What follows belongs to an exercise in optimizing a design on an open flow for small area, a short achievable clock period and few clock cycles per item; a production flow would make more cautious choices.
Function was not checked in any run shown here: the RTL went through the layout flow alone.

File: flow/run.sh
#!/bin/bash
# Standard layout, with timing repair asked to leave SETUP_SLACK_MARGIN ns of
# setup slack at the design's clock (so it works towards a shorter period),
# and a clock tree of smaller buffers without dummy balancing loads.
# The synthesis is the standard one, unchanged. Each step's output goes to a log here.
set -euo pipefail
MARGIN=$(cat flow/margin.txt)
CTS="$(cat flow/cts_args.txt)"
bash standard.sh synth > synth.log 2>&1
bash standard.sh SETUP_SLACK_MARGIN="$MARGIN" CTS_ARGS="$CTS" finish > layout.log 2>&1
File: flow/cts_args.txt
-sink_clustering_enable -repair_clock_nets -dont_use_dummy_load -sink_clustering_size 24 -buf_list sky130_fd_sc_hd__clkbuf_8
File: flow/margin.txt
10.6
File: standard.sh
#!/bin/bash
# synth_recipe.tcl (not shown) runs the flow's synth.tcl, then flattens the netlist and writes it again
# the make line also repeats each setting of config.mk as NAME=value (left out here)
make -C /OpenROAD-flow-scripts/flow DESIGN_CONFIG=/design/flow/config.mk WORK_HOME=/design/flow/orfs CLKGATE_MAP_FILE= SYNTH_SCRIPT=/design/flow/synth_recipe.tcl "${@:-finish}"
File: config.mk
export PLATFORM = sky130hd
export DESIGN_NAME = ifft_core
export DESIGN_NICKNAME = ifft_core
export VERILOG_FILES = /design/flow/design.v
export SDC_FILE = /design/flow/constraint.sdc
export NUM_CORES = 4
export LEC_CHECK = 0
export CAP_MARGIN = 20
export CORE_MARGIN = 2
export CORE_UTILIZATION = 25
export PLACE_DENSITY = 0.45
export SLEW_MARGIN = 20
File: constraint.sdc
create_clock -name core_clock -period 15.0 [get_ports {clk}]
set_input_delay 3.0000 -clock core_clock [delete_from_list [all_inputs] [get_ports {clk}]]
set_output_delay 3.0000 -clock core_clock [all_outputs]
set_load 0.01 [all_outputs]
File: design.v
package ifft_pkg;
    localparam int DW = 8;
    localparam int TW = 8;
    function automatic logic [15:0] sx(input logic [7:0] v);
        sx = {{8{v[7]}}, v};
    endfunction
    function automatic logic [15:0] sx9(input logic [8:0] v);
        sx9 = {{7{v[8]}}, v};
    endfunction
    function automatic logic [15:0] rca(input logic [15:0] x, input logic [15:0] y, input logic ci);
        logic c;
        c = ci;
        for (int i = 0; i < 16; i++) begin
            rca[i] = x[i] ^ y[i] ^ c;
            c = (x[i] & y[i]) | (x[i] & c) | (y[i] & c);
        end
    endfunction
    function automatic logic [15:0] fadd(input logic [15:0] x, input logic [15:0] y, input logic ci);
        logic [16:0] t;
        t = {x, 1'b1} + {y, ci};
        fadd = t[16:1];
    endfunction
    function automatic logic [15:0] sum4(input logic [15:0] a, input logic [15:0] b,
                                         input logic [15:0] c, input logic [15:0] d,
                                         input logic i1, input logic i2, input logic i3);
        logic [15:0] s1, c1, s2, c2;
        s1 = a ^ b ^ c;
        c1 = {((a[14:0] & b[14:0]) | (a[14:0] & c[14:0]) | (b[14:0] & c[14:0])), i1};
        s2 = s1 ^ c1 ^ d;
        c2 = {((s1[14:0] & c1[14:0]) | (s1[14:0] & d[14:0]) | (c1[14:0] & d[14:0])), i2};
        sum4 = fadd(s2, c2, i3);
    endfunction
endpackage
module ifft_tw2a (
    input  logic [7:0] b_re,
    input  logic [7:0] b_im,
    input  logic       mul,
    output logic [9:0] va,
    output logic [9:0] vb
);
    logic [15:0] br, bi, d, s;
    always_comb begin
        br = ifft_pkg::sx(b_re);
        bi = ifft_pkg::sx(b_im);
        d  = ifft_pkg::fadd(br, ~bi, 1'b1);
        s  = ifft_pkg::fadd(br, bi, 1'b0);
        va = mul ? d[9:0] : br[9:0];
        vb = mul ? s[9:0] : bi[9:0];
    end
endmodule
module ifft_tw2b (
    input  logic [9:0] va,
    input  logic [9:0] vb,
    input  logic       half,
    input  logic       kq,
    input  logic       kr,
    output logic [8:0] u_re,
    output logic [8:0] u_im,
    output logic       neg,
    output logic       cz
);
    logic [15:0] a, b, x, y;
    logic        mul, sw;
    always_comb begin
        a  = {{6{va[9]}}, va};
        b  = {{6{vb[9]}}, vb};
        x  = ifft_pkg::sum4(a << 5, a << 3, a << 2, a, 1'b0, 1'b0, 1'b0);
        y  = ifft_pkg::sum4(b << 5, b << 3, b << 2, b, 1'b0, 1'b0, 1'b0);
        mul = half && kr;
        sw  = half && kq;
        u_re = ({9{!sw && !mul}} & a[8:0]) | ({9{!sw && mul}} & x[14:6])
             | ({9{sw && !mul}} & b[8:0])  | ({9{sw && mul}} & y[14:6]);
        u_im = ({9{!sw && !mul}} & b[8:0]) | ({9{!sw && mul}} & y[14:6])
             | ({9{sw && !mul}} & a[8:0])  | ({9{sw && mul}} & x[14:6]);
        neg  = sw;
        cz   = sw && mul && (y[5:0] != 6'd0);
    end
endmodule
module ifft_tw3a (
    input  logic [7:0] b_re,
    input  logic [7:0] b_im,
    output logic [8:0] r5,
    output logic [8:0] i5
);
    logic [15:0] br, bi, r, i;
    always_comb begin
        br = ifft_pkg::sx(b_re);
        bi = ifft_pkg::sx(b_im);
        r  = ifft_pkg::fadd(br << 2, br, 1'b0);
        i  = ifft_pkg::fadd(bi << 2, bi, 1'b0);
        r5 = r[10:2];
        i5 = i[10:2];
    end
endmodule
module ifft_tw3b (
    input  logic       [7:0] b_re,
    input  logic       [7:0] b_im,
    input  logic       [8:0] b5_re,
    input  logic       [8:0] b5_im,
    input  logic             half,
    input  logic       [2:0] k,
    output logic       [8:0] u_re,
    output logic       [8:0] u_im,
    output logic             neg,
    output logic             cz
);
    logic [15:0] br, bi, r5, i5, x, y;
    logic        pass, rot, mul, r1, r2, r3, sw;
    logic [15:0] x1, x2, x3, x4, y1, y2, y3, y4;
    always_comb begin
        br = ifft_pkg::sx(b_re);
        bi = ifft_pkg::sx(b_im);
        r5 = {{5{b5_re[8]}}, b5_re, b_re[1:0]};
        i5 = {{5{b5_im[8]}}, b5_im, b_im[1:0]};
        r1 = (k[1:0] == 2'd1);
        r2 = (k[1:0] == 2'd2);
        r3 = (k[1:0] == 2'd3);
        x1 = r2 ? (r5 << 3) : (br << 6);
        x2 = r2 ? r5 : ~r5;
        x3 = (r2 ? (i5 << 3) : (bi << 4)) ^ {16{!r3}};
        x4 = (r2 ? i5 : (bi << 3)) ^ {16{!r3}};
        x  = ifft_pkg::sum4(x1, x2, x3, x4, !r2, !r3, !r3);
        y1 = r2 ? (r5 << 3) : (br << 4);
        y2 = r2 ? r5 : (br << 3);
        y3 = (r2 ? (i5 << 3) : (bi << 6)) ^ {16{r3}};
        y4 = r1 ? ~i5 : i5;
        y  = ifft_pkg::sum4(y1, y2, y3, y4, 1'b0, r3, r1);
        sw = r3 ^ k[2];
        pass = !half || (k == 3'd0);
        rot  = half && (k == 3'd4);
        mul  = half && (k[1:0] != 2'd0);
        u_re = ({9{pass}} & br[8:0]) | ({9{rot}} & bi[8:0])
             | ({9{mul && !sw}} & x[14:6]) | ({9{mul && sw}} & y[14:6]);
        u_im = ({9{pass}} & bi[8:0]) | ({9{rot}} & br[8:0])
             | ({9{mul && !sw}} & y[14:6]) | ({9{mul && sw}} & x[14:6]);
        neg  = rot | (mul & k[2]);
        cz   = mul && k[2] && ((sw ? y[5:0] : x[5:0]) != 6'd0);
    end
endmodule
module ifft_butterfly (
    input  logic [7:0] a_re,
    input  logic [7:0] a_im,
    input  logic [8:0] u_re,
    input  logic [8:0] u_im,
    input  logic       neg,
    input  logic       cz,
    output logic [7:0] y0_re,
    output logic [7:0] y0_im,
    output logic [7:0] y1_re,
    output logic [7:0] y1_im
);
    function automatic logic [7:0] sat9(input logic [8:0] v);
        if (v[8] != v[7]) sat9 = v[8] ? 8'h80 : 8'h7f;
        else              sat9 = v[7:0];
    endfunction
    logic [15:0] s_re, s_im, d_re, d_im;
    logic [7:0]  p_re, m_re;
    always_comb begin
        s_re  = ifft_pkg::fadd(ifft_pkg::sx(a_re), ifft_pkg::sx9(u_re), cz);
        d_re  = ifft_pkg::fadd(ifft_pkg::sx(a_re), ~(ifft_pkg::sx9(u_re)), !cz);
        s_im  = ifft_pkg::fadd(ifft_pkg::sx(a_im), ifft_pkg::sx9(u_im), 1'b0);
        d_im  = ifft_pkg::fadd(ifft_pkg::sx(a_im), ~(ifft_pkg::sx9(u_im)), 1'b1);
        p_re  = sat9(s_re[9:1]);
        m_re  = sat9(d_re[9:1]);
        y0_re = neg ? m_re : p_re;
        y1_re = neg ? p_re : m_re;
        y0_im = sat9(s_im[9:1]);
        y1_im = sat9(d_im[9:1]);
    end
endmodule
module ifft_core #(
    parameter int N     = 16,
    parameter int LOG2N = 4,
    parameter int DW    = 8,
    parameter int TW    = 8
) (
    input  logic          clk,
    input  logic          rst,
    input  logic          in_valid,
    output logic          in_ready,
    input  logic [DW-1:0] in_re,
    input  logic [DW-1:0] in_im,
    output logic          out_valid,
    input  logic          out_ready,
    output logic [DW-1:0] out_re,
    output logic [DW-1:0] out_im,
    output logic          out_last,
    output logic          busy
);
    localparam int C_X03  = 0;    
    localparam int C_S0   = 1;    
    localparam int C_X12  = 2;    
    localparam int C_S1   = 3;    
    localparam int C_K1   = 4;    
    localparam int C_MA2  = 5;    
    localparam int C_H2   = 6;    
    localparam int C_KQ2  = 7;    
    localparam int C_KR2  = 8;    
    localparam int C_S2   = 9;    
    localparam int C_H3   = 10;   
    localparam int C_K3   = 11;   
    localparam int C_S3   = 14;   
    localparam int C_OLST = 15;   
    localparam int C_OSEL = 16;   
    localparam int NC     = 17;
    function automatic logic [NC-1:0] ctl(input logic [3:0] n);
        logic [3:0] t0, m12, t1, t2a, t2m, t2, t3m, t3;
        t0  = n - 4'd7;
        m12 = n - 4'd9;
        t1  = n - 4'd11;
        t2a = n - 4'd14;
        t2m = n - 4'd15;
        t2  = n - 4'd16;
        t3m = n - 4'd21;
        t3  = n - 4'd22;
        ctl = '0;
        ctl[C_X03] = n[3] & ~n[0];
        ctl[C_S0]  = t0[0];
        ctl[C_X12] = m12[2] & ~m12[1];
        ctl[C_S1]  = t1[1];
        ctl[C_K1]  = t1[0];
        ctl[C_MA2] = t2a[2] & t2a[0];
        ctl[C_H2]  = t2m[2];
        ctl[C_KQ2] = t2m[1];
        ctl[C_KR2] = t2m[0];
        ctl[C_S2]  = t2[2];
        ctl[C_H3]  = t3m[3];
        ctl[C_K3 +: 3] = t3m[2:0];
        ctl[C_S3]  = t3[3];
        ctl[C_OLST] = (n == 4'd13);
        ctl[C_OSEL] = (n == 4'd0) || (n >= 4'd14);
    endfunction
    logic          adv_q, in_ready_q, busy_q;
    logic [3:0]    icnt_q, acnt_q;
    logic          ph_q, f0_q, f1_q, f2_q;
    logic          iv_q, hv_q, sv_q;
    logic [1:0]    nowed_q;
    logic [NC-1:0] c_q;
    logic          adv_d, in_ready_d, busy_d;
    logic [3:0]    icnt_d, acnt_d;
    logic          ph_d, f0_d, f1_d, f2_d;
    logic          iv_d, hv_d, sv_d;
    logic [1:0]    nowed_d;
    logic          accept, ir_take, out_real, ohs, wr, h_en, s_from_p;
    always_comb begin
        accept  = in_valid && in_ready_q;
        ohs     = hv_q && out_ready;
        ir_take = adv_q && ((icnt_q == 4'd0) ? iv_q : !ph_q);
        out_real = c_q[C_OSEL] ? f1_q : f2_q;
        wr       = adv_q && out_real;
        iv_d   = accept || (iv_q && !ir_take);
        icnt_d = icnt_q + 4'(adv_q);
        ph_d   = ph_q;
        f0_d   = f0_q;
        f1_d   = f1_q;
        f2_d   = f2_q;
        if (adv_q && (icnt_q == 4'd0)) begin
            ph_d = !iv_q;
            f0_d = iv_q;
            f1_d = f0_q;
            f2_d = f1_q;
        end
        h_en     = !hv_q || out_ready;
        s_from_p = !sv_q && wr && hv_q && !out_ready;
        sv_d     = sv_q ? !h_en : s_from_p;
        hv_d     = h_en ? (sv_q || wr) : 1'b1;
        acnt_d  = acnt_q + 4'(accept);
        nowed_d = nowed_q + 2'(accept && (acnt_q == 4'd15)) - 2'(ohs && out_last);
        busy_d  = (nowed_d != 2'd0);
        adv_d = !sv_d && ((icnt_d == 4'd0) ? (iv_d || f0_d || f1_d) : (ph_d || iv_d));
        in_ready_d = !iv_d || (!sv_d && ((icnt_d == 4'd0) || !ph_d));
    end
    always_ff @(posedge clk or negedge rst) begin
        if (!rst) begin
            adv_q      <= 1'b0;
            in_ready_q <= 1'b1;
            busy_q     <= 1'b0;
            icnt_q     <= '0;
            acnt_q     <= '0;
            ph_q       <= 1'b0;
            f0_q       <= 1'b0;
            f1_q       <= 1'b0;
            f2_q       <= 1'b0;
            iv_q       <= 1'b0;
            hv_q       <= 1'b0;
            sv_q       <= 1'b0;
            nowed_q    <= '0;
            c_q        <= ctl(4'd0);
        end else begin
            adv_q      <= adv_d;
            in_ready_q <= in_ready_d;
            busy_q     <= busy_d;
            icnt_q     <= icnt_d;
            acnt_q     <= acnt_d;
            ph_q       <= ph_d;
            f0_q       <= f0_d;
            f1_q       <= f1_d;
            f2_q       <= f2_d;
            iv_q       <= iv_d;
            hv_q       <= hv_d;
            sv_q       <= sv_d;
            nowed_q    <= nowed_d;
            if (adv_q) c_q <= ctl(icnt_q + 4'd1);
        end
    end
    logic [7:0] ir_re, ir_im;
    always_ff @(posedge clk) begin
        if (accept) begin
            ir_re <= in_re;
            ir_im <= in_im;
        end
    end
    logic [7:0] dx03_re [7];
    logic [7:0] dx03_im [7];
    logic [7:0] x03_re, x03_im;
    assign x03_re = c_q[C_X03] ? ir_re : dx03_re[6];
    assign x03_im = c_q[C_X03] ? ir_im : dx03_im[6];
    always_ff @(posedge clk) begin
        if (adv_q) begin
            dx03_re[0] <= c_q[C_X03] ? dx03_re[6] : ir_re;
            dx03_im[0] <= c_q[C_X03] ? dx03_im[6] : ir_im;
            for (int i = 1; i < 7; i++) begin
                dx03_re[i] <= dx03_re[i-1];
                dx03_im[i] <= dx03_im[i-1];
            end
        end
    end
    logic [7:0]  dl0_re, dl0_im, r0_re, r0_im;
    logic [15:0] s0_re, s0_im, d0_re, d0_im;
    always_comb begin
        s0_re = ifft_pkg::rca(ifft_pkg::sx(dl0_re), ifft_pkg::sx(x03_re), 1'b0);
        s0_im = ifft_pkg::rca(ifft_pkg::sx(dl0_im), ifft_pkg::sx(x03_im), 1'b0);
        d0_re = ifft_pkg::rca(ifft_pkg::sx(dl0_re), ~(ifft_pkg::sx(x03_re)), 1'b1);
        d0_im = ifft_pkg::rca(ifft_pkg::sx(dl0_im), ~(ifft_pkg::sx(x03_im)), 1'b1);
    end
    always_ff @(posedge clk) begin
        if (adv_q) begin
            if (c_q[C_S0]) begin
                r0_re  <= s0_re[8:1];
                r0_im  <= s0_im[8:1];
                dl0_re <= d0_re[8:1];
                dl0_im <= d0_im[8:1];
            end else begin
                r0_re  <= dl0_re;
                r0_im  <= dl0_im;
                dl0_re <= x03_re;
                dl0_im <= x03_im;
            end
        end
    end
    logic [7:0] dx12_re [2];
    logic [7:0] dx12_im [2];
    logic [7:0] x12_re, x12_im;
    assign x12_re = c_q[C_X12] ? r0_re : dx12_re[1];
    assign x12_im = c_q[C_X12] ? r0_im : dx12_im[1];
    always_ff @(posedge clk) begin
        if (adv_q) begin
            dx12_re[0] <= c_q[C_X12] ? dx12_re[1] : r0_re;
            dx12_im[0] <= c_q[C_X12] ? dx12_im[1] : r0_im;
            dx12_re[1] <= dx12_re[0];
            dx12_im[1] <= dx12_im[0];
        end
    end
    logic [7:0]  dl1_re [2];
    logic [7:0]  dl1_im [2];
    logic [7:0]  y1_re, y1_im, r1_re, r1_im;
    logic [15:0] s1_re, s1_im, d1_re, d1_im;
    always_comb begin
        y1_re = c_q[C_K1] ? x12_im : x12_re;
        y1_im = c_q[C_K1] ? x12_re : x12_im;
        s1_re = ifft_pkg::fadd(ifft_pkg::sx(dl1_re[1]), ifft_pkg::sx(y1_re), 1'b0);
        s1_im = ifft_pkg::fadd(ifft_pkg::sx(dl1_im[1]), ifft_pkg::sx(y1_im), 1'b0);
        d1_re = ifft_pkg::fadd(ifft_pkg::sx(dl1_re[1]), ~(ifft_pkg::sx(y1_re)), 1'b1);
        d1_im = ifft_pkg::fadd(ifft_pkg::sx(dl1_im[1]), ~(ifft_pkg::sx(y1_im)), 1'b1);
    end
    always_ff @(posedge clk) begin
        if (adv_q) begin
            dl1_re[1] <= dl1_re[0];
            dl1_im[1] <= dl1_im[0];
            if (c_q[C_S1]) begin
                r1_re     <= c_q[C_K1] ? d1_re[8:1] : s1_re[8:1];
                r1_im     <= s1_im[8:1];
                dl1_re[0] <= c_q[C_K1] ? s1_re[8:1] : d1_re[8:1];
                dl1_im[0] <= d1_im[8:1];
            end else begin
                r1_re     <= dl1_re[1];
                r1_im     <= dl1_im[1];
                dl1_re[0] <= x12_re;
                dl1_im[0] <= x12_im;
            end
        end
    end
    logic [9:0] v2a, v2b, n2a, n2b;
    ifft_tw2a u_tw2a (
        .b_re (r1_re),
        .b_im (r1_im),
        .mul  (c_q[C_MA2]),
        .va   (v2a),
        .vb   (v2b)
    );
    always_ff @(posedge clk) begin
        if (adv_q) begin
            n2a <= v2a;
            n2b <= v2b;
        end
    end
    logic [8:0] w2_re, w2_im, m2_re, m2_im;
    logic       w2_neg, w2_cz, m2_neg, m2_cz;
    ifft_tw2b u_tw2b (
        .va   (n2a),
        .vb   (n2b),
        .half (c_q[C_H2]),
        .kq   (c_q[C_KQ2]),
        .kr   (c_q[C_KR2]),
        .u_re (w2_re),
        .u_im (w2_im),
        .neg  (w2_neg),
        .cz   (w2_cz)
    );
    always_ff @(posedge clk) begin
        if (adv_q) begin
            m2_re  <= w2_re;
            m2_im  <= w2_im;
            m2_neg <= w2_neg;
            m2_cz  <= w2_cz;
        end
    end
    logic [7:0] dl2_re [4];
    logic [7:0] dl2_im [4];
    logic [7:0] a2_re, a2_im, b2_re, b2_im, r2_re, r2_im;
    assign r2_re = c_q[C_S2] ? a2_re : dl2_re[3];
    assign r2_im = c_q[C_S2] ? a2_im : dl2_im[3];
    ifft_butterfly u_bf2 (
        .a_re  (dl2_re[3]),
        .a_im  (dl2_im[3]),
        .u_re  (m2_re),
        .u_im  (m2_im),
        .neg   (m2_neg),
        .cz    (m2_cz),
        .y0_re (a2_re),
        .y0_im (a2_im),
        .y1_re (b2_re),
        .y1_im (b2_im)
    );
    always_ff @(posedge clk) begin
        if (adv_q) begin
            for (int i = 1; i < 4; i++) begin
                dl2_re[i] <= dl2_re[i-1];
                dl2_im[i] <= dl2_im[i-1];
            end
            dl2_re[0] <= c_q[C_S2] ? b2_re : m2_re[7:0];
            dl2_im[0] <= c_q[C_S2] ? b2_im : m2_im[7:0];
        end
    end
    logic [8:0] v3_re5, v3_im5, n3_re5, n3_im5;
    logic [7:0] n3_re, n3_im;
    ifft_tw3a u_tw3a (
        .b_re (r2_re),
        .b_im (r2_im),
        .r5   (v3_re5),
        .i5   (v3_im5)
    );
    always_ff @(posedge clk) begin
        if (adv_q) begin
            n3_re  <= r2_re;
            n3_im  <= r2_im;
            n3_re5 <= v3_re5;
            n3_im5 <= v3_im5;
        end
    end
    logic [8:0] w3_re, w3_im, m3_re, m3_im;
    logic       w3_neg, w3_cz, m3_neg, m3_cz;
    ifft_tw3b u_tw3b (
        .b_re  (n3_re),
        .b_im  (n3_im),
        .b5_re (n3_re5),
        .b5_im (n3_im5),
        .half  (c_q[C_H3]),
        .k     (c_q[C_K3 +: 3]),
        .u_re  (w3_re),
        .u_im  (w3_im),
        .neg   (w3_neg),
        .cz    (w3_cz)
    );
    always_ff @(posedge clk) begin
        if (adv_q) begin
            m3_re  <= w3_re;
            m3_im  <= w3_im;
            m3_neg <= w3_neg;
            m3_cz  <= w3_cz;
        end
    end
    logic [7:0] dl3_re [8];
    logic [7:0] dl3_im [8];
    logic [7:0] a3_re, a3_im, b3_re, b3_im, o3_re, o3_im;
    ifft_butterfly u_bf3 (
        .a_re  (dl3_re[7]),
        .a_im  (dl3_im[7]),
        .u_re  (m3_re),
        .u_im  (m3_im),
        .neg   (m3_neg),
        .cz    (m3_cz),
        .y0_re (a3_re),
        .y0_im (a3_im),
        .y1_re (b3_re),
        .y1_im (b3_im)
    );
    assign o3_re = c_q[C_S3] ? a3_re : dl3_re[7];
    assign o3_im = c_q[C_S3] ? a3_im : dl3_im[7];
    always_ff @(posedge clk) begin
        if (adv_q) begin
            for (int i = 1; i < 8; i++) begin
                dl3_re[i] <= dl3_re[i-1];
                dl3_im[i] <= dl3_im[i-1];
            end
            dl3_re[0] <= c_q[C_S3] ? b3_re : m3_re[7:0];
            dl3_im[0] <= c_q[C_S3] ? b3_im : m3_im[7:0];
        end
    end
    logic [7:0] h_re, h_im, s_re, s_im;
    logic       h_last, s_last;
    always_ff @(posedge clk) begin
        if (h_en) begin
            h_re   <= sv_q ? s_re : o3_re;
            h_im   <= sv_q ? s_im : o3_im;
            h_last <= sv_q ? s_last : c_q[C_OLST];
        end
        if (s_from_p) begin
            s_re   <= o3_re;
            s_im   <= o3_im;
            s_last <= c_q[C_OLST];
        end
    end
    assign in_ready  = in_ready_q;
    assign busy      = busy_q;
    assign out_valid = hv_q;
    assign out_last  = h_last;
    assign out_re    = h_re;
    assign out_im    = h_im;
endmodule
==> results of run 1 <==
## state kept, by name, summed over array words and instances, names as in the netlist, 16 cells and up
name,flops
dl2_re,32
dl1_im,16
dl2_im,32
dl3_im,64
dl3_re,64
dx12_re,16
dx03_re,56
dl1_re,16
dx12_im,16
dx03_im,56
## worst paths after layout
path / start / cells after the start / slack [ns] / end
min in group asynchronous: rst / 1 / 2.38 / iv_q$_DFF_PN0_
setup reg to reg: dl2_re[3][0]$_DFFE_PP_ / 21 / 10.53 / n3_re5[7]$_DFFE_PP_
hold reg to reg: dl3_re[1][1]$_DFFE_PP_ / 0 / 0.35 / dl3_re[2][1]$_DFFE_PP_
setup / recovery: dl2_re[3][0]$_DFFE_PP_ / 21 / 10.53 / n3_re5[7]$_DFFE_PP_
hold / removal: dl3_re[1][1]$_DFFE_PP_ / 0 / 0.35 / dl3_re[2][1]$_DFFE_PP_
max in group asynchronous: rst / 1 / 12.04 / adv_q$_DFF_PN0_
## cell type report
type	count	area, sq um
clock buffer	102	1400
sequential	590	17600
inverter	263	991
tap	1768	2210
timing repair buffer	128	1250
multi-input combinational	1863	15700
fill	13800	94700
antenna	2	5.00
## placed cells by master (no fill, tap or decap), types with 9 or more instances in the layout
cell type | Yosys | routed
sky130_fd_sc_hd__buf_4 | 1 | 70
sky130_fd_sc_hd__ha_4 | 0 | 13
sky130_fd_sc_hd__and2_1 | 10 | 9
sky130_fd_sc_hd__nor2_1 | 217 | 209
sky130_fd_sc_hd__mux2i_1 | 31 | 28
sky130_fd_sc_hd__xor2_1 | 55 | 50
sky130_fd_sc_hd__nor3_1 | 35 | 32
sky130_fd_sc_hd__nor2b_1 | 39 | 35
sky130_fd_sc_hd__ha_1 | 223 | 203
sky130_fd_sc_hd__o21bai_1 | 26 | 26
sky130_fd_sc_hd__or2_2 | 14 | 14
sky130_fd_sc_hd__xnor2_1 | 106 | 103
sky130_fd_sc_hd__nand2b_1 | 26 | 24
sky130_fd_sc_hd__fa_2 | 0 | 11
sky130_fd_sc_hd__clkbuf_8 | 0 | 102
sky130_fd_sc_hd__nand2_1 | 144 | 142
sky130_fd_sc_hd__fa_1 | 115 | 104
sky130_fd_sc_hd__mux2_2 | 86 | 83
sky130_fd_sc_hd__dfrtp_1 | 27 | 23
sky130_fd_sc_hd__a222oi_1 | 10 | 10
sky130_fd_sc_hd__a21o_1 | 27 | 27
sky130_fd_sc_hd__buf_2 | 4 | 14
sky130_fd_sc_hd__a21oi_1 | 218 | 178
sky130_fd_sc_hd__clkdlybuf4s50_1 | 0 | 18
sky130_fd_sc_hd__nand3_1 | 21 | 20
sky130_fd_sc_hd__o221ai_1 | 38 | 37
sky130_fd_sc_hd__a31oi_1 | 12 | 11
sky130_fd_sc_hd__a22oi_1 | 26 | 25
sky130_fd_sc_hd__o211ai_1 | 15 | 15
sky130_fd_sc_hd__o21ai_1 | 7 | 23
sky130_fd_sc_hd__a211oi_1 | 15 | 12
sky130_fd_sc_hd__or3_1 | 12 | 12
sky130_fd_sc_hd__o21ai_0 | 153 | 129
sky130_fd_sc_hd__inv_1 | 262 | 254
sky130_fd_sc_hd__edfxtp_1 | 557 | 557
sky130_fd_sc_hd__o21a_1 | 28 | 27
sky130_fd_sc_hd__a21oi_2 | 0 | 36
## cells by family after synthesis
group,count (synthesis)
AO/OA/AOI/OAI,669
flip-flops,590
AND/OR/NAND/NOR,568
buffers and inverters,361
adder cells (fa/ha/maj),343
XOR/XNOR,161
multiplexers,121
## metal layers
layer  wire length [microns]  part of all wire [%]  vias to the layer above  GRT usage, %
li1                        -                     -                    10400             -
met1                   37100                    47                    10500          15.2
met2                   36800                    47                      328          18.5
met3                    2950                   3.7                      128          2.21
met4                    1840                   2.3                        0          2.98
met5                       0                     0                        -             0
## timing repair
item	4_1_cts	5_1_grt
endpoints found under the setup margin	58	36
pin swaps	32	62
buffers inserted	40	24
gates resized for setup	147	108
endpoints found under the hold margin	0	0
gates cloned	4	3
==> notes.md, run 1 <==
The run finished with no timing, DRC or antenna violations. The share of the synthesized area in the top cell type is around 50%. The number of cells in the finished layout apart from fillers came out at approximately 4700. The worst slack on hold paths came out at 0.346 ns.

For this block, the initial DRC count from the detailed router was roughly 1400. The warning count from the yosys run came out at 29. The floorplan row count came out at between 100 and 150.

The final layout net count is 3306. Data on the critical path arrives at its endpoint at 4.87 ns. After detailed routing, the total wire length is roughly 79000 microns.

By area the synthesized netlist is led by sky130_fd_sc_hd__edfxtp_1 50%, sky130_fd_sc_hd__ha_1 8.3%, sky130_fd_sc_hd__fa_1 6.8%, sky130_fd_sc_hd__a21oi_1 3.2%, sky130_fd_sc_hd__inv_1 2.9%. The final number of setup-violating endpoints is 0. The number of hold violations in the final report is 0.

The final setup skew is 0.111 ns. The post-layout minimum cycle time is 4.47 ns. The largest stage delay on the critical path came out at about 0.44 ns.

The CTS clock-pin slew for the worst setup and hold paths came out at 0.06 ns. The first global-routing pass estimated 123000 microns of wire. The number of top-level pins came out at 40. The synthesized netlist occupies a cell area of ~34000 sq um. The critical path contains buffers and inverters numbering 0 combined. Of all flip-flops after synthesis, the portion carrying an async set or reset was 5.59%. After routing, the total negative slack on setup checks comes to 0 ns.

The count of buffers added on input and output ports is 39. sky130_fd_sc_hd__edfxtp_1 is the most common cell in the netlist. The clock net in this run drives a total of 590 sinks. The layout-stage area growth over the synthesis result is 15.8%.

The cell area after layout came out at 39100 sq um. The final-report max-slew violation count came out at 0. The post-cts hold buffer count is 0.

The register bit count reported by yosys is 590. The slowest cell on the critical path is sky130_fd_sc_hd__edfxtp_1. The x dimension of the die came out at roughly 370 microns. The most used flip-flop cell after synthesis is sky130_fd_sc_hd__edfxtp_1.

The die area came out at 138000 sq um. Of the total synthesized cell area, the portion taken by full adders, half adders and majority gates is between 10% and 20%. The net count after synthesis is 3171. After layout, the worst path uses 29.8% of the clock period. The worst setup path is of the reg -> reg kind. The dominant cell type by count on the critical path is sky130_fd_sc_hd__a21oi_2. The count of nets left with antenna violations after detail routing is 0. The congestion estimate from routability-driven global placement came to 0.824. Summing all placed instances gives a cell area of between 30000 and 40000 sq um. The first TritonRoute pass finished after 10 iterations.

The aggregate global-route resource usage came out at 11.3%. After synthesis, flip-flops and latches occupy 52.0% of the total area. The average wire per cell in the routed design is about 17 microns. The TritonCTS clock tree is done. The clock latency on the worst-skew pair is 0.77 ns. The count of distinct cell types in the synthesized netlist is 90. Synthesis produced a netlist whose cell count is 2813. The number of antenna violations at the first check in global routing came out at 2.

Entering global routing, the biggest net connects approximately 190 pins. The number of global-route vias before repair came out at 21300. For this configuration, the core starts out at a cell density of 25.2%. The wire-length estimate of the detail-placed layout is ~53000 microns. The cell taking the most area after synthesis is sky130_fd_sc_hd__edfxtp_1. The number of placed instances, taps included, is 4541. Using the TritonRoute via totals, the vias-per-cell ratio works out to 4.51.

Setup repair after global routing could not meet its margin everywhere. The maximum clock rate came out at about 220 MHz. The routed via count is 21300. The worst slack after detailed placement is 9.73 ns.

The tightest min-delay check is of the reg -> reg type. Of the total synthesized cell area, the portion taken by AND, OR, NAND and NOR gates is 7.83%. After synthesis, the most frequently instantiated cells are 557 x sky130_fd_sc_hd__edfxtp_1, 262 x sky130_fd_sc_hd__inv_1, 223 x sky130_fd_sc_hd__ha_1, 218 x sky130_fd_sc_hd__a21oi_1, 217 x sky130_fd_sc_hd__nor2_1.

Headroom to the max-slew limit came out at 27.2%. The largest family of logic cells by synthesized area is adder cells. The slew of the pin with the lowest slew margin is between 1 and 1.5 ns. The xor-xnor portion of the synthesized cell area is between 4 and 5%. The worst setup path is launched from a flop. The die is 371 microns tall. The post-detailed-route DRC marker count is 0.

The post-layout utilization of the core came out at 29.2%. Setup slack on the critical path of the routed design comes to 10.53 ns. The clock root buffer is sky130_fd_sc_hd__clkbuf_8. The max-capacitance violation count came out at 0. The H-tree was split into 3 levels. The share of layout cells above drive strength 1 is between 15 and 20%. The number of CTS-inserted buffers came out at 102. The largest fanout on the critical path came out at 6. The floorplan core area came out at 134000 sq um. The multiplexer share of the synthesized area came out at 4.01%.

The post-synthesis compound-gate area fraction came out at 12.7%. The post-synthesis area per instance is 12.0 sq um. The number of synthesized flops with an enable pin came out at between 500 and 600. After global routing the overflow that remains totals 0. Broken down by cell family, the worst path's largest delay share belongs to compound AO/OA/AOI/OAI gates. The maximum clock insertion buffer count is 3. The required time at the endpoint of the critical path came out at 15.41 ns. Traced cell by cell, the critical path runs through ha_4 -> nand2b_4 -> a21oi_4 -> o31ai_4 -> a2111oi_4 -> nor3_2 -> xor2_1 -> ha_4 -> nand3b_1 -> o31a_1 -> o21a_1 -> mux2i_2 -> a21oi_2 -> ha_1 -> a21o_1 -> a21oi_2 -> o21bai_1 -> a21oi_2 -> nor2b_1 -> o21ai_1 -> nand2b_1. The endpoint class of the critical path is a flop.
==> inputs of run 2 (changes only) <==
==> flow/margin.txt (replaced) <==
10.5
==> notes.md, run 2 <==
The die area is 138000 sq um. The gate count of the mapped netlist is 2813. For this design, the CTS-stage hold fixing added 0 buffers. The CTS clock-pin slew for the worst setup and hold paths came out at about 0.050 ns. In this run the worst setup path begins at in_ready_q$_DFF_PN1_. The overall die height is 371 microns. In this run the tightest slew margin relative to its limit is 31.9%. In the post-synthesis netlist, the biggest area contributors are sky130_fd_sc_hd__edfxtp_1 50%, sky130_fd_sc_hd__ha_1 8.3%, sky130_fd_sc_hd__fa_1 6.8%, sky130_fd_sc_hd__a21oi_1 3.2%, sky130_fd_sc_hd__inv_1 2.9%.

The floorplan row count came out at 134. Summed over all failing endpoints, the final setup total negative slack is 0 ns. The worst-case register-to-register setup slack is 10.58 ns.

The most used flip-flop cell after synthesis is sky130_fd_sc_hd__edfxtp_1. On the critical path the largest part of the delay comes from flip-flops. The required time at the endpoint of the critical path came out at 12.00 ns. The hold path depth came out at 0.

STA puts the critical path data arrival time at 1.45 ns. Global routing finished with a remaining overflow of 0. For the pin with the worst max-slew slack, the measured transition is slightly above 1 ns. Cells fill 29.2% of the core in the end.

Fill cells in the final layout number 13800. The post-synthesis area per instance came out at 12.0 sq um. The number of global-route vias before repair is 21400.

The first-pass detailed-route iteration total is 6. Setup violations remaining at the end of the flow were counted as 0. Global routing used 11.2% of the available tracks. The count of buffer and inverter cells on the critical path came out at 1. The cell area reported after detailed placement came out at 36200 sq um.

The maximum clock insertion buffer count is 3. Summing all multi-input logic gate instances after layout gives 15600 sq um. STA classifies the critical path startpoint as a flop. The worst register-to-register path ends at n3_re5[6]$_DFFE_PP_.

The aggregate routed wire length is 76800 microns. In the final routed layout, each cell accounts on average for 16.3 microns. In this run the critical register-to-register path is launched from dl2_re[3][0]$_DFFE_PP_. In this run the worst hold path is classified as reg -> reg.

The sequential share of the synthesized area came out at a little over half. Synthesis instantiated 90 different standard cells from the library. At the later pin of the worst-skew pair, clock insertion delay measures ~0.82 ns. Entering global routing, the biggest net connects 78 pins.

TritonCTS built the clock tree. The number of buffer cells added on primary ports came out at 39. In the final layout, flip-flops and latches occupy 17600 sq um.

The fraction of registers with async set or reset after synthesis came out at 5.59%. The most common library cell in the layout ignoring fill and taps is sky130_fd_sc_hd__edfxtp_1. With fillers left out, the area of the finished cells amounts to 39100 sq um. The final-report max-slew violation count was 0. The synthesized design contains between 500 and 600 enable-type register cells. In this run the cell area of the synthesized design comes to 33800 sq um.

After legalization and detailed placement, the total HPWL measured 52200 microns. The register bit count reported by yosys is between 500 and 600. The worst setup path is of the reg -> out kind. The run finished with no timing, DRC or antenna violations. By instance count, the leading cell after synthesis is sky130_fd_sc_hd__edfxtp_1. The routed via count is 21200. The layout-stage area growth over the synthesis result is 15.9%.

The warning count from the yosys run came out at 29. Static timing analysis puts the maximum clock frequency at roughly 220 MHz. The number of hold violations in the final report is 0. The largest fanout on the critical path came out at 2.

The slowest stage of the critical path belongs to the cell sky130_fd_sc_hd__dfstp_2. Once the floorplan was initialized, standard cells occupied 25.2% of the core. The largest stage delay on the critical path is 0.54 ns. The count of nets left with antenna violations after detail routing is 0.

Counting I/O delays and the setup requirement, the final critical path takes around 4.5 ns. The global-route wire length before repair is 121000 microns. The x dimension of the die is approximately 370 microns. The commonest cells after synthesis are 557 x sky130_fd_sc_hd__edfxtp_1, 262 x sky130_fd_sc_hd__inv_1, 223 x sky130_fd_sc_hd__ha_1, 218 x sky130_fd_sc_hd__a21oi_1, 217 x sky130_fd_sc_hd__nor2_1. The ratio of routed vias to standard cells is 4.49. Following the worst setup path forward leads to its endpoint at in_ready. When the netlist entered floorplanning its net count stood at roughly 3200.

STA classifies the critical path endpoint as a primary output. Counting the buffers created by CTS gives a little over 100. The share of synthesized area in the top cell type comes to 49.5%.

The floorplan core area is 134000 sq um. The cell taking the most area after synthesis is sky130_fd_sc_hd__edfxtp_1. For the final database, setup skew stands at 0.138 ns.

The depth of the CTS H-tree came out at 3. The post-detailed-route DRC marker count is 0. The number of top-level pins is 40.

The final layout net count is about 3300. The library cells used most frequently in the layout, excluding fill and tap cells, are 557 x sky130_fd_sc_hd__edfxtp_1, 255 x sky130_fd_sc_hd__inv_1, 211 x sky130_fd_sc_hd__nor2_1. The share of layout cells above drive strength 1 came out at between 10% and 20%. The number of antenna violations at the first check in global routing is 3. The cell sitting at the root of the clock tree is a sky130_fd_sc_hd__clkbuf_8. The largest registers in the layout are dl3_im: 64 flops, dl3_re: 64 flops. The congestion estimate from routability-driven global placement came to 0.825. Walking the worst path, the cells encountered are buf_6. The count of cell instances traversed by the critical path came out at 1. Setup repair after global routing could not meet its margin everywhere. The number of DRC markers in iteration 0 came out at 1267. The max-capacitance violation count is 0.

The fraction of the cycle the final worst path needs is 29.7%. The number of clock sinks is 590. Measured in cells, the most critical reg-to-reg path has a length of 22.
==> run 2: area by class of cell <==
cell class	count	share of cell area [%]
multi-input combinational	1864	39.9
timing repair buffer	137	3.43
clock buffer	102	3.59
inverter	263	2.53
tap	1768	5.66
antenna	2	0.0128
sequential	590	44.9
==> run 2: worst min path at each step <==
stage / to / from / slack, ns
detailed placement: dl3_im[1][5]$_DFFE_PP_ / dl3_im[0][5]$_DFFE_PP_ / 0.40
finish: dx03_re[6][6]$_DFFE_PP_ / dx03_re[5][6]$_DFFE_PP_ / 0.35
floorplan: dl1_im[1][0]$_DFFE_PP_ / dl1_im[0][0]$_DFFE_PP_ / 0.40
global route: dx03_re[6][6]$_DFFE_PP_ / dx03_re[5][6]$_DFFE_PP_ / 0.35
global placement: dl3_re[2][5]$_DFFE_PP_ / dl3_re[1][5]$_DFFE_PP_ / 0.40
CTS: dx03_re[6][6]$_DFFE_PP_ / dx03_re[5][6]$_DFFE_PP_ / 0.34
==> run 2: metal layers <==
metal,global-route usage (%),part of all wire (%),vias up
li1,-,-,10400
met1,14.8,47,10300
met2,18.2,47,374
met3,2.33,4.0,124
met4,3.57,2.6,0
met5,0,0,-
==> run 2: logic make-up after synthesis <==
logic type,Yosys count,synth area share [%]
multiplexers,121,4.01
flip-flops,590,52.0
AO/OA/AOI/OAI,669,12.7
AND/OR/NAND/NOR,568,7.83
buffers and inverters,361,4.07
XOR/XNOR,161,4.18
adder cells (fa/ha/maj),343,15.2
==> run 2: repair_timing <==
action                     4_1_cts  5_1_grt
gates cloned                     4        2
pin swaps                       26       47
gates resized for setup        116       94
setup buffers                   43       30
setup endpoints to repair       72       34
==> run 2: through the flow <==
stage,instances,hold slack [ns],setup WS [ns]
2_1_floorplan,2813,0.400,9.81
3_3_place_gp,4543,0.400,9.38
3_5_place_dp,4543,0.405,9.41
4_1_cts,4692,0.335,10.42
5_1_grt,4726,0.352,10.34
6_report,4726,0.354,10.55
==> inputs of run 3 (changes only) <==
--- a/design.v
+++ b/design.v
@@ -52,7 +52,6 @@
     input  logic [9:0] va,
     input  logic [9:0] vb,
-    input  logic       half,
-    input  logic       kq,
-    input  logic       kr,
+    input  logic       mul,    
+    input  logic       sw,     
     output logic [8:0] u_re,
     output logic [8:0] u_im,
@@ -61,5 +60,4 @@
 );
     logic [15:0] a, b, x, y;
-    logic        mul, sw;
     always_comb begin
         a  = {{6{va[9]}}, va};
@@ -67,6 +65,4 @@
         x  = ifft_pkg::sum4(a << 5, a << 3, a << 2, a, 1'b0, 1'b0, 1'b0);
         y  = ifft_pkg::sum4(b << 5, b << 3, b << 2, b, 1'b0, 1'b0, 1'b0);
-        mul = half && kr;
-        sw  = half && kq;
         u_re = ({9{!sw && !mul}} & a[8:0]) | ({9{!sw && mul}} & x[14:6])
              | ({9{sw && !mul}} & b[8:0])  | ({9{sw && mul}} & y[14:6]);
@@ -98,13 +94,18 @@
     input  logic       [8:0] b5_re,
     input  logic       [8:0] b5_im,
-    input  logic             half,
-    input  logic       [2:0] k,
+    input  logic             r1,     
+    input  logic             r2,     
+    input  logic             r3,     
+    input  logic             pass,   
+    input  logic             rot,    
+    input  logic             mx,     
+    input  logic             my,     
+    input  logic             neg,    
+    input  logic             cze,    
     output logic       [8:0] u_re,
     output logic       [8:0] u_im,
-    output logic             neg,
     output logic             cz
 );
     logic [15:0] br, bi, r5, i5, x, y;
-    logic        pass, rot, mul, r1, r2, r3, sw;
     logic [15:0] x1, x2, x3, x4, y1, y2, y3, y4;
     always_comb begin
@@ -113,7 +114,4 @@
         r5 = {{5{b5_re[8]}}, b5_re, b_re[1:0]};
         i5 = {{5{b5_im[8]}}, b5_im, b_im[1:0]};
-        r1 = (k[1:0] == 2'd1);
-        r2 = (k[1:0] == 2'd2);
-        r3 = (k[1:0] == 2'd3);
         x1 = r2 ? (r5 << 3) : (br << 6);
         x2 = r2 ? r5 : ~r5;
@@ -126,14 +124,9 @@
         y4 = r1 ? ~i5 : i5;
         y  = ifft_pkg::sum4(y1, y2, y3, y4, 1'b0, r3, r1);
-        sw = r3 ^ k[2];
-        pass = !half || (k == 3'd0);
-        rot  = half && (k == 3'd4);
-        mul  = half && (k[1:0] != 2'd0);
         u_re = ({9{pass}} & br[8:0]) | ({9{rot}} & bi[8:0])
-             | ({9{mul && !sw}} & x[14:6]) | ({9{mul && sw}} & y[14:6]);
+             | ({9{mx}} & x[14:6]) | ({9{my}} & y[14:6]);
         u_im = ({9{pass}} & bi[8:0]) | ({9{rot}} & br[8:0])
-             | ({9{mul && !sw}} & y[14:6]) | ({9{mul && sw}} & x[14:6]);
-        neg  = rot | (mul & k[2]);
-        cz   = mul && k[2] && ((sw ? y[5:0] : x[5:0]) != 6'd0);
+             | ({9{mx}} & y[14:6]) | ({9{my}} & x[14:6]);
+        cz   = cze && ((my ? y[5:0] : x[5:0]) != 6'd0);
     end
 endmodule
@@ -194,16 +187,24 @@
     localparam int C_K1   = 4;    
     localparam int C_MA2  = 5;    
-    localparam int C_H2   = 6;    
-    localparam int C_KQ2  = 7;    
-    localparam int C_KR2  = 8;    
-    localparam int C_S2   = 9;    
-    localparam int C_H3   = 10;   
-    localparam int C_K3   = 11;   
-    localparam int C_S3   = 14;   
-    localparam int C_OLST = 15;   
-    localparam int C_OSEL = 16;   
-    localparam int NC     = 17;
+    localparam int C_MU2  = 6;    
+    localparam int C_SW2  = 7;    
+    localparam int C_S2   = 8;    
+    localparam int C_R13  = 9;    
+    localparam int C_R23  = 10;   
+    localparam int C_R33  = 11;   
+    localparam int C_PA3  = 12;   
+    localparam int C_RO3  = 13;   
+    localparam int C_MX3  = 14;   
+    localparam int C_MY3  = 15;   
+    localparam int C_NG3  = 16;   
+    localparam int C_CZ3  = 17;   
+    localparam int C_S3   = 18;   
+    localparam int C_OLST = 19;   
+    localparam int C_OSEL = 20;   
+    localparam int NC     = 21;
     function automatic logic [NC-1:0] ctl(input logic [3:0] n);
         logic [3:0] t0, m12, t1, t2a, t2m, t2, t3m, t3;
+        logic [2:0] k;
+        logic       h, mul, sw;
         t0  = n - 4'd7;
         m12 = n - 4'd9;
@@ -212,6 +213,6 @@
         t2m = n - 4'd15;
         t2  = n - 4'd16;
-        t3m = n - 4'd21;
-        t3  = n - 4'd22;
+        t3m = n - 4'd22;
+        t3  = n - 4'd23;
         ctl = '0;
         ctl[C_X03] = n[3] & ~n[0];
@@ -221,15 +222,25 @@
         ctl[C_K1]  = t1[0];
         ctl[C_MA2] = t2a[2] & t2a[0];
-        ctl[C_H2]  = t2m[2];
-        ctl[C_KQ2] = t2m[1];
-        ctl[C_KR2] = t2m[0];
+        ctl[C_MU2] = t2m[2] & t2m[0];
+        ctl[C_SW2] = t2m[2] & t2m[1];
         ctl[C_S2]  = t2[2];
-        ctl[C_H3]  = t3m[3];
-        ctl[C_K3 +: 3] = t3m[2:0];
+        k = t3m[2:0];
+        h = t3m[3];
+        mul = h & (k[1:0] != 2'd0);
+        sw  = (k[1:0] == 2'd3) ^ k[2];
+        ctl[C_R13] = (k[1:0] == 2'd1);
+        ctl[C_R23] = (k[1:0] == 2'd2);
+        ctl[C_R33] = (k[1:0] == 2'd3);
+        ctl[C_PA3] = ~h | (k == 3'd0);
+        ctl[C_RO3] = h & (k == 3'd4);
+        ctl[C_MX3] = mul & ~sw;
+        ctl[C_MY3] = mul & sw;
+        ctl[C_NG3] = h & k[2];
+        ctl[C_CZ3] = mul & k[2];
         ctl[C_S3]  = t3[3];
-        ctl[C_OLST] = (n == 4'd13);
-        ctl[C_OSEL] = (n == 4'd0) || (n >= 4'd14);
+        ctl[C_OLST] = (n == 4'd14);
+        ctl[C_OSEL] = (n == 4'd0) || (n >= 4'd15);
     endfunction
-    logic          adv_q, in_ready_q, busy_q;
+    logic          adv_q, in_ready_n_q, busy_q;
     logic [3:0]    icnt_q, acnt_q;
     logic          ph_q, f0_q, f1_q, f2_q;
@@ -238,5 +249,5 @@
     logic [NC-1:0] c_q;
     logic          adv_d, in_ready_d, busy_d;
-    logic [3:0]    icnt_d, acnt_d;
+    logic [3:0]    icnt_d;
     logic          ph_d, f0_d, f1_d, f2_d;
     logic          iv_d, hv_d, sv_d;
@@ -244,5 +255,5 @@
     logic          accept, ir_take, out_real, ohs, wr, h_en, s_from_p;
     always_comb begin
-        accept  = in_valid && in_ready_q;
+        accept  = in_valid && !in_ready_n_q;
         ohs     = hv_q && out_ready;
         ir_take = adv_q && ((icnt_q == 4'd0) ? iv_q : !ph_q);
@@ -265,5 +276,4 @@
         sv_d     = sv_q ? !h_en : s_from_p;
         hv_d     = h_en ? (sv_q || wr) : 1'b1;
-        acnt_d  = acnt_q + 4'(accept);
         nowed_d = nowed_q + 2'(accept && (acnt_q == 4'd15)) - 2'(ohs && out_last);
         busy_d  = (nowed_d != 2'd0);
@@ -274,8 +284,7 @@
         if (!rst) begin
             adv_q      <= 1'b0;
-            in_ready_q <= 1'b1;
+            in_ready_n_q <= 1'b0;
             busy_q     <= 1'b0;
             icnt_q     <= '0;
-            acnt_q     <= '0;
             ph_q       <= 1'b0;
             f0_q       <= 1'b0;
@@ -289,8 +298,7 @@
         end else begin
             adv_q      <= adv_d;
-            in_ready_q <= in_ready_d;
+            in_ready_n_q <= !in_ready_d;
             busy_q     <= busy_d;
             icnt_q     <= icnt_d;
-            acnt_q     <= acnt_d;
             ph_q       <= ph_d;
             f0_q       <= f0_d;
@@ -304,4 +312,11 @@
         end
     end
+    always_ff @(posedge clk or negedge rst) begin
+        if (!rst) begin
+            acnt_q <= '0;
+        end else if (accept) begin
+            acnt_q <= acnt_q + 4'd1;
+        end
+    end
     logic [7:0] ir_re, ir_im;
     always_ff @(posedge clk) begin
@@ -410,7 +425,6 @@
         .va   (n2a),
         .vb   (n2b),
-        .half (c_q[C_H2]),
-        .kq   (c_q[C_KQ2]),
-        .kr   (c_q[C_KR2]),
+        .mul  (c_q[C_MU2]),
+        .sw   (c_q[C_SW2]),
         .u_re (w2_re),
         .u_im (w2_im),
@@ -429,6 +443,4 @@
     logic [7:0] dl2_im [4];
     logic [7:0] a2_re, a2_im, b2_re, b2_im, r2_re, r2_im;
-    assign r2_re = c_q[C_S2] ? a2_re : dl2_re[3];
-    assign r2_im = c_q[C_S2] ? a2_im : dl2_im[3];
     ifft_butterfly u_bf2 (
         .a_re  (dl2_re[3]),
@@ -449,6 +461,15 @@
                 dl2_im[i] <= dl2_im[i-1];
             end
-            dl2_re[0] <= c_q[C_S2] ? b2_re : m2_re[7:0];
-            dl2_im[0] <= c_q[C_S2] ? b2_im : m2_im[7:0];
+            if (c_q[C_S2]) begin
+                r2_re     <= a2_re;
+                r2_im     <= a2_im;
+                dl2_re[0] <= b2_re;
+                dl2_im[0] <= b2_im;
+            end else begin
+                r2_re     <= dl2_re[3];
+                r2_im     <= dl2_im[3];
+                dl2_re[0] <= m2_re[7:0];
+                dl2_im[0] <= m2_im[7:0];
+            end
         end
     end
@@ -470,5 +491,5 @@
     end
     logic [8:0] w3_re, w3_im, m3_re, m3_im;
-    logic       w3_neg, w3_cz, m3_neg, m3_cz;
+    logic       w3_cz, m3_neg, m3_cz;
     ifft_tw3b u_tw3b (
         .b_re  (n3_re),
@@ -476,9 +497,15 @@
         .b5_re (n3_re5),
         .b5_im (n3_im5),
-        .half  (c_q[C_H3]),
-        .k     (c_q[C_K3 +: 3]),
+        .r1    (c_q[C_R13]),
+        .r2    (c_q[C_R23]),
+        .r3    (c_q[C_R33]),
+        .pass  (c_q[C_PA3]),
+        .rot   (c_q[C_RO3]),
+        .mx    (c_q[C_MX3]),
+        .my    (c_q[C_MY3]),
+        .neg   (c_q[C_NG3]),
+        .cze   (c_q[C_CZ3]),
         .u_re  (w3_re),
         .u_im  (w3_im),
-        .neg   (w3_neg),
         .cz    (w3_cz)
     );
@@ -487,5 +514,5 @@
             m3_re  <= w3_re;
             m3_im  <= w3_im;
-            m3_neg <= w3_neg;
+            m3_neg <= c_q[C_NG3];
             m3_cz  <= w3_cz;
         end
@@ -532,5 +559,5 @@
         end
     end
-    assign in_ready  = in_ready_q;
+    assign in_ready  = !in_ready_n_q;
     assign busy      = busy_q;
     assign out_valid = hv_q;
==> flow/margin.txt (replaced) <==
10.6
==> notes.md, run 3 <==
The register bit count reported by yosys came out at 613. The critical path goes through buf_6. The count of nets left with antenna violations once routing finished came out at 0. Derived from the worst setup path, the maximum achievable clock frequency is approximately 230 MHz.

The worst-case register-to-register setup slack is ~11 ns. The met2 usage came out at 17.4%. For this configuration, the core starts out at a cell density of 25.2%. The post-detailed-route DRC marker count is 0. The clock root buffer is sky130_fd_sc_hd__clkbuf_8. For this run, the slowest stage of the critical path takes 0.46 ns. The core region is 138000 sq um.

The library cells used most frequently in the layout, excluding fill and tap cells, are 573 x sky130_fd_sc_hd__edfxtp_1, 289 x sky130_fd_sc_hd__inv_1, 206 x sky130_fd_sc_hd__ha_1. The overall die height came out at 377 microns. For the worst-skew pair, the clock arrives at the later sink with an insertion delay of 0.79 ns. The average wire per cell in the routed design is between 15 and 20 microns. The floorplan row count came out at 136. The number of global-route vias before repair is 21400.

The first global-routing pass estimated 122000 microns of wire. The final setup skew is 0.118 ns. Using the TritonRoute via totals, the vias-per-cell ratio works out to 4.46. The number of antenna violations at the first check in global routing was 2. The congestion estimate from routability-driven global placement came to ~0.84.

Clock-pin slew was measured on the worst setup and hold paths at 0.05 ns. Setup repair after global routing could not meet its margin everywhere. The most used flip-flop cell after synthesis is sky130_fd_sc_hd__edfxtp_1. The share of layout cells above drive strength 1 is 14.2%. The overall overflow remaining after global route came out at 0. The first-pass detailed-route iteration total came out at 5.

The die is 377 microns wide. The clock tree synthesis step divided the H-tree into 3 levels. The aggregate routed wire length is 77600 microns. The maximum clock insertion buffer count is 3. The data arrival time of the worst path came out at 1.41 ns.

Of all cell types, the one taking the most synthesized area is sky130_fd_sc_hd__edfxtp_1. The net count after synthesis came out at around 3200. The routed via count came out at 21200. The capturing point of the worst reg2reg path is m3_re[5]$_DFFE_PP_. The final-report max-slew violation count is 0. In this run the count of I/O pins placed on the die edge is 40. The worst min-delay path startpoint is dl3_im[4][5]$_DFFE_PP_.

Together, buffers and inverters on the worst path number 1. The share of the synthesized area in the top cell type came out at 49.5%. The routed design could run at a clock period as short as approximately 4.4 ns.

Of the synthesized area, sequential elements account for 52.4%. The largest fanout on the critical path is 1. Among cell families on the critical path, the largest total delay comes from flip-flops. The largest registers in the layout are dl3_im: 64 flops, dl3_re: 64 flops. The die area came out at 142000 sq um. sky130_fd_sc_hd__edfxtp_1 is the most common cell in the netlist.

Global routing used roughly 2.5% of the available met3 tracks.

The warning count from the yosys run came out at 29. The required time at the endpoint of the critical path is between 10 and 15 ns. The slew of the pin with the lowest slew margin is 0.927 ns. The startpoint identified for the worst register-to-register timing path is c_q[10]$_DFFE_PN1P_. The post-synth design cell area is between 30000 and 40000 sq um.

The largest net degree at the start of global routing is between 150 and 200. The run finished with no timing, DRC or antenna violations. The number of buffer cells added on primary ports is 39. The count of distinct cell types in the synthesized netlist came out at 86. The layout-stage area growth over the synthesis result is 13.8%.

The number of DRC markers in iteration 0 is around 1200. The max-capacitance violation count is 0. CTS saw 613 sinks. TritonCTS created 109 clock buffers. The slowest stage of the critical path belongs to the cell sky130_fd_sc_hd__dfrtp_2. The fraction of the cycle the final worst path needs came out at 29.4%. Ranked by total cell area, the synthesized netlist is headed by sky130_fd_sc_hd__edfxtp_1 50%, sky130_fd_sc_hd__ha_1 7.8%, sky130_fd_sc_hd__fa_1 6.7%, sky130_fd_sc_hd__xnor2_1 3.8%, sky130_fd_sc_hd__mux2_2 3.2%. Setup violations remaining at the end of the flow were counted as 0.

In this run the worst hold path is classified as reg -> reg. The post-cts hold buffer count is 0. The fraction of registers with async set or reset after synthesis is 6.53%.

The number of cells on the worst reg-to-reg path is 18. The post-synthesis area per instance came out at 12.2 sq um. The number of hold violations in the final report is 0. The count of cell instances traversed by the critical path is 1. After routing, the total negative slack on setup checks comes to 0 ns. The worst slack on hold paths came out at ~0.36 ns. By count the netlist is led by 573 x sky130_fd_sc_hd__edfxtp_1, 292 x sky130_fd_sc_hd__inv_1, 216 x sky130_fd_sc_hd__a21oi_1, 216 x sky130_fd_sc_hd__ha_1, 170 x sky130_fd_sc_hd__nor2_1. The endpoint class of the critical path is a primary output. The TritonCTS clock tree is done. The met1 capacity usage during global routing is between 10% and 20%.

The gate count of the mapped netlist came out at between 2000 and 3000. The startpoint kind of the worst setup timing path is a flop.

The worst pin sits at a relative slew slack of 38.2%. Leaving out fill and tap cells, the most frequent cell in the layout is sky130_fd_sc_hd__edfxtp_1. Counting instances, the worst hold path has a depth of 0. The placed wire-length estimate after detailed placement came out at 53900 microns. After global routing, the most crowded layer is met2. The number of synthesized flops with an enable pin is 573.

The aggregate global-route resource usage is 10.9%. The worst hold path terminates at dl3_im[5][5]$_DFFE_PP_. The critical path class is reg -> out.

The final layout net count came out at 3309.
-- run 3: cell count changes after synthesis, sizes merged, moves of 14 or more --
cell	delta
a22oi	-26
edfxtp	+16
inv	+31
mux4	+14
nand2	+24
nor2	-47
o21ai	-57
o221ai	-26
xnor2	+45
-- run 3: area by class of cell --
type | count | area [sq um]
tap | 1794 | 2240
multi-input combinational | 1834 | 15500
sequential | 613 | 18200
antenna | 7 | 17.5
clock buffer | 109 | 1500
timing repair buffer | 102 | 988
fill | 14200 | 98100
inverter | 297 | 1110
-- run 3: cells by family after synthesis --
group	count (synthesis)	synth area share, %
and+or+nand+nor	567	7.60
buffers and inverters	391	4.26
xor gates and xnor gates	193	4.87
muxes	150	5.25
adders and majority gates	338	14.6
AOI/OAI and AO/OA	586	11.0
DFF	613	52.4
-- run 3: through the flow --
step / setup slack [ns] / instances / util [%] / cell area [sq um]
2_1_floorplan: 9.36 / 2838 / - / 34900
3_3_place_gp: 10.06 / 4597 / 27.0 / 37200
3_5_place_dp: 9.96 / 4597 / 27.0 / 37200
4_1_cts: 10.48 / 4724 / 28.3 / 38900
5_1_grt: 10.47 / 4755 / 28.7 / 39500
6_report: 10.59 / 4756 / 28.7 / 39500
-- run 3: repair_timing --
action                     in CTS  in global routing
pin swaps                       5                 33
gates cloned                    3                  1
gates resized for setup       106                 73
buffers inserted               15                 23
setup endpoints to repair      48                 23
-- run 3: worst max path at each step --
stage,endpoint,slack [ns],start
floorplan,adv_q$_DFF_PN0_,9.36,adv_q$_DFF_PN0_
global placement,m3_re[6]$_DFFE_PP_,10.06,c_q[11]$_DFFE_PN0P_
detailed placement,m3_re[6]$_DFFE_PP_,9.96,c_q[11]$_DFFE_PN0P_
CTS,in_ready,10.48,in_ready_n_q$_DFF_PN0_
global route,in_ready,10.47,in_ready_n_q$_DFF_PN0_
finish,busy,10.59,busy_q$_DFF_PN0_
-- run 3: per-layer routing --
metal	vias up	wire length [microns]
li1	10400	-
met1	10400	36400
met2	346	35500
met3	134	3540
met4	0	2150
met5	-	0
==> inputs of run 4 (changes only) <==
==> flow/margin.txt (replaced) <==
10.75
==> notes.md, run 4 <==
The number of DRC markers in iteration 0 is 1202. The floorplan row count came out at roughly 140. For this run, the register share of the synthesized area comes to a little over half.

The leading cell type by number of instances after synthesis is sky130_fd_sc_hd__edfxtp_1. The max-capacitance violation count came out at 0. The count of distinct cell types in the synthesized netlist is 86. The final number of setup-violating endpoints came out at 0. The floorplan step set the die height to ~380 microns. The fraction of the cycle the final worst path needs is 29.2%. The placer's final routability congestion estimate is 0.834. The cell area after layout is 39900 sq um.

The placed wire-length estimate after detailed placement came out at roughly 53000 microns. The first detailed-routing pass ran for 8 iterations. The cell count after placement is 4596. For this run, the share of the core covered by cells in the final layout is 29.0%.

40 I/O pins were placed. The largest net degree at the start of global routing is 193. The worst setup path is launched from a flop. The CTS clock-pin slew for the worst setup and hold paths is 0.06 ns.

The cell area reported after detailed placement is 37300 sq um. The final-report max-slew violation count is 0. The critical path contains buffers and inverters numbering 2 combined. The number of inserted filler cells in the final layout came out at ~14000. On the final layout, the worst hold slack is 0.367 ns. STA classifies the critical path endpoint as a primary output. Leaving out fill and tap cells, the most frequent cells in the layout are 573 x sky130_fd_sc_hd__edfxtp_1, 286 x sky130_fd_sc_hd__inv_1, 199 x sky130_fd_sc_hd__a21oi_1. The share of layout cells above drive strength 1 came out at 15.6%. The worst register-to-register path has a depth of 17. The fraction of registers with async set or reset after synthesis came out at between 6 and 7%. Yosys attributes the largest share of cell area to sky130_fd_sc_hd__edfxtp_1 50%, sky130_fd_sc_hd__ha_1 7.8%, sky130_fd_sc_hd__fa_1 6.7%, sky130_fd_sc_hd__xnor2_1 3.8%, sky130_fd_sc_hd__mux2_2 3.2%. The floorplan step set the die width to about 380 microns. For the pin with the worst max-slew slack, the measured transition is between 1 and 1.5 ns. The clock tree synthesis step divided the H-tree into 3 levels. The average wire per cell in the routed design is 16.2 microns. The critical path in this run is classified as reg -> out. The worst register-to-register path begins at c_q[10]$_DFFE_PN1P_.

The largest fanout on the critical path came out at 2. For this run, the number of standard cells in the final layout without fillers is 4767. The number of clock sinks came out at 613.

After layout, the worst setup slack is between 10 and 15 ns. The warning count from the yosys run came out at 29. The data arrival time of the worst path is 1.38 ns. The slowest cell on the critical path is sky130_fd_sc_hd__dfrtp_1.

The maximum clock rate is 228 MHz. The largest stage delay on the critical path is ~0.42 ns. After synthesis, the mean cell area works out to 12.2 sq um.

The aggregate global-route resource usage is between 10% and 20%. Setup repair after global routing could not meet its margin everywhere. The hold path depth is 0.

The worst-case register-to-register setup slack is 10.69 ns. The flow ran to the end and the layout has no timing, DRC or antenna violations. Synthesis handed over a netlist of 2838 instances. Yosys mapped a number of flops with a built-in enable equal to 573.

Walking the worst path, the cells encountered are inv_1 -> buf_2. The largest registers in the layout are dl3_im: 64 flops, dl3_re: 64 flops. The post-synth design cell area is roughly 35000 sq um.

Subtracting the final worst setup slack from the clock period gives about 4.4 ns. In the synthesized netlist the dominant register cell turns out to be sky130_fd_sc_hd__edfxtp_1. The worst relative slew slack is about a quarter. The net count after synthesis came out at ~3200.

The share of the synthesized area in the top cell type came out at 49.5%. The number of hold violations in the final report is 0. The routed via count came out at 21100. The number of CTS-inserted buffers came out at 110. The layout-stage area growth over the synthesis result came out at 14.9%. For this run the aggregate overflow at the end of global routing stands at 0. For hold timing, the worst endpoint is dl3_im[3][2]$_DFFE_PP_. Data on the critical path is required at its endpoint by 12.00 ns. The worst hold path belongs to the class reg -> reg. The cell family contributing the most delay on the critical path is flip-flops. The capturing point of the worst reg2reg path is m3_im[7]$_DFFE_PP_. For the worst-skew pair, the clock arrives at the later sink with an insertion delay of 0.76 ns. The post-cts hold buffer count came out at 0. The number of global-route vias before repair is 21600.

The total area inside the core boundary comes to 138000 sq um. The aggregate negative setup slack is 0 ns. The final layout contains routed wiring with a total length of slightly below 80000 microns. In this run the clock root is driven by a sky130_fd_sc_hd__clkbuf_8. The final setup skew came out at 0.113 ns. The final layout net count came out at 3325. The TritonCTS clock tree is done.

The die area is 142000 sq um. After synthesis the netlist holds a flip-flop and latch count of 613. Sorting the synthesized cells by how often they occur yields 573 x sky130_fd_sc_hd__edfxtp_1, 292 x sky130_fd_sc_hd__inv_1, 216 x sky130_fd_sc_hd__a21oi_1, 216 x sky130_fd_sc_hd__ha_1, 170 x sky130_fd_sc_hd__nor2_1. Leaving out fill and tap cells, the most frequent cell in the layout is sky130_fd_sc_hd__edfxtp_1.

The maximum clock insertion buffer count is 3. The ratio of routed vias to standard cells came out at 4.43. In this run the tool buffered the top-level ports with 39 buffer cells.

The initial core utilization came out at 25.2%. The cell taking the most area after synthesis is sky130_fd_sc_hd__edfxtp_1. The number of antenna violations at the first check in global routing is 5.

The post-detailed-route DRC marker count is 0. The startpoint identified for the worst hold timing path is dl3_im[2][2]$_DFFE_PP_. In this run the remaining antenna-violating nets after routing total 0. The worst slack after detailed placement is 9.69 ns. The global-route wire length before repair came out at 122000 microns.
==> run 4: timing repair <==
action | 4_1_cts | 5_1_grt
pin swaps | 41 | 48
setup buffers | 34 | 17
gates resized for setup | 151 | 53
endpoints found under the setup margin | 63 | 67
cloned | 6 | 2
==> run 4: area by class of cell <==
cell class,count,area [sq um],share of cell area (%)
multi-input combinational,1834,15600,39.2
clock buffer,110,1510,3.79
tap,1794,2240,5.63
antenna,2,5.00,0.0125
timing repair buffer,117,1150,2.89
inverter,297,1120,2.80
sequential,613,18200,45.7
==> run 4: worst max-delay path by stage <==
stage	from	end	slack [ns]	cells after the start
after CTS	in_ready_n_q$_DFF_PN0_	in_ready	10.46	2
after global placement	out_ready	s_im[2]$_DFFE_PP_	9.67	3
after global routing	in_ready_n_q$_DFF_PN0_	in_ready	10.46	2
after detailed placement	out_ready	s_im[3]$_DFFE_PP_	9.69	3
final	in_ready_n_q$_DFF_PN0_	in_ready	10.62	2
after floorplan	adv_q$_DFF_PN0_	adv_q$_DFF_PN0_	9.36	5
==> run 4: cells by family after synthesis <==
logic type	synth area share (%)
AOI/OAI and AO/OA	11.0
xor gates and xnor gates	4.87
adders and majority gates	14.6
buffers and inverters	4.26
DFF	52.4
muxes	5.25
and+or+nand+nor	7.60
==> run 4: routing by layer <==
metal | global-route usage, % | wire length (microns) | up-vias
met1 | 14.2 | 35800 | 10200
met5 | 0 | 0 | -
met2 | 17.6 | 35500 | 368
met3 | 2.05 | 3130 | 148
met4 | 4.40 | 2580 | 0
li1 | - | - | 10400

-- static timing again, ports no longer ideal --
The flow's constraints put no driver on any port. The routed layouts listed below were extracted and timed again, unchanged, in two steps.
Step 1 (the two cells are an assumption about what drives the block):
set clk [get_ports {clk}]
set_driving_cell -lib_cell sky130_fd_sc_hd__clkbuf_16 $clk
set_driving_cell -lib_cell sky130_fd_sc_hd__buf_2 [delete_from_list [all_inputs] $clk]
Step 2 moves the port delays by t, midway between the first and last clock arrival at a register: inputs arrive t later, outputs are due t later. That takes back most of the time a late clock gives input paths.
Slacks: ideal ports / drivers / drivers and shift; pairs: ideal ports / drivers.
| run | t, ns | setup WS [ns] | hold WS [ns] | worst setup path after step 2 | worst register clock-pin slew, ns |
|---|---|---|---|---|---|
| run 1 | 0.769 | 10.534 / 10.533 / 9.967 | 0.346 / 0.346 / 0.346 | input to register | 0.06 / 0.06 |
| run 2 | 0.817 | 10.547 / 10.478 / 9.906 | 0.354 / 0.354 / 0.354 | input to register | 0.06 / 0.06 |
| run 3 | 0.832 | 10.592 / 10.524 / 10.141 | 0.360 / 0.360 / 0.360 | input to register | 0.06 / 0.06 |
| run 4 | 0.807 | 10.619 / 10.551 / 10.173 | 0.367 / 0.367 / 0.367 | input to register | 0.07 / 0.07 |
After both steps every run listed still meets setup and hold. For run 2, which loses most, drivers alone change the setup slack by -0.069 ns; drivers and shift together by -0.641 ns.
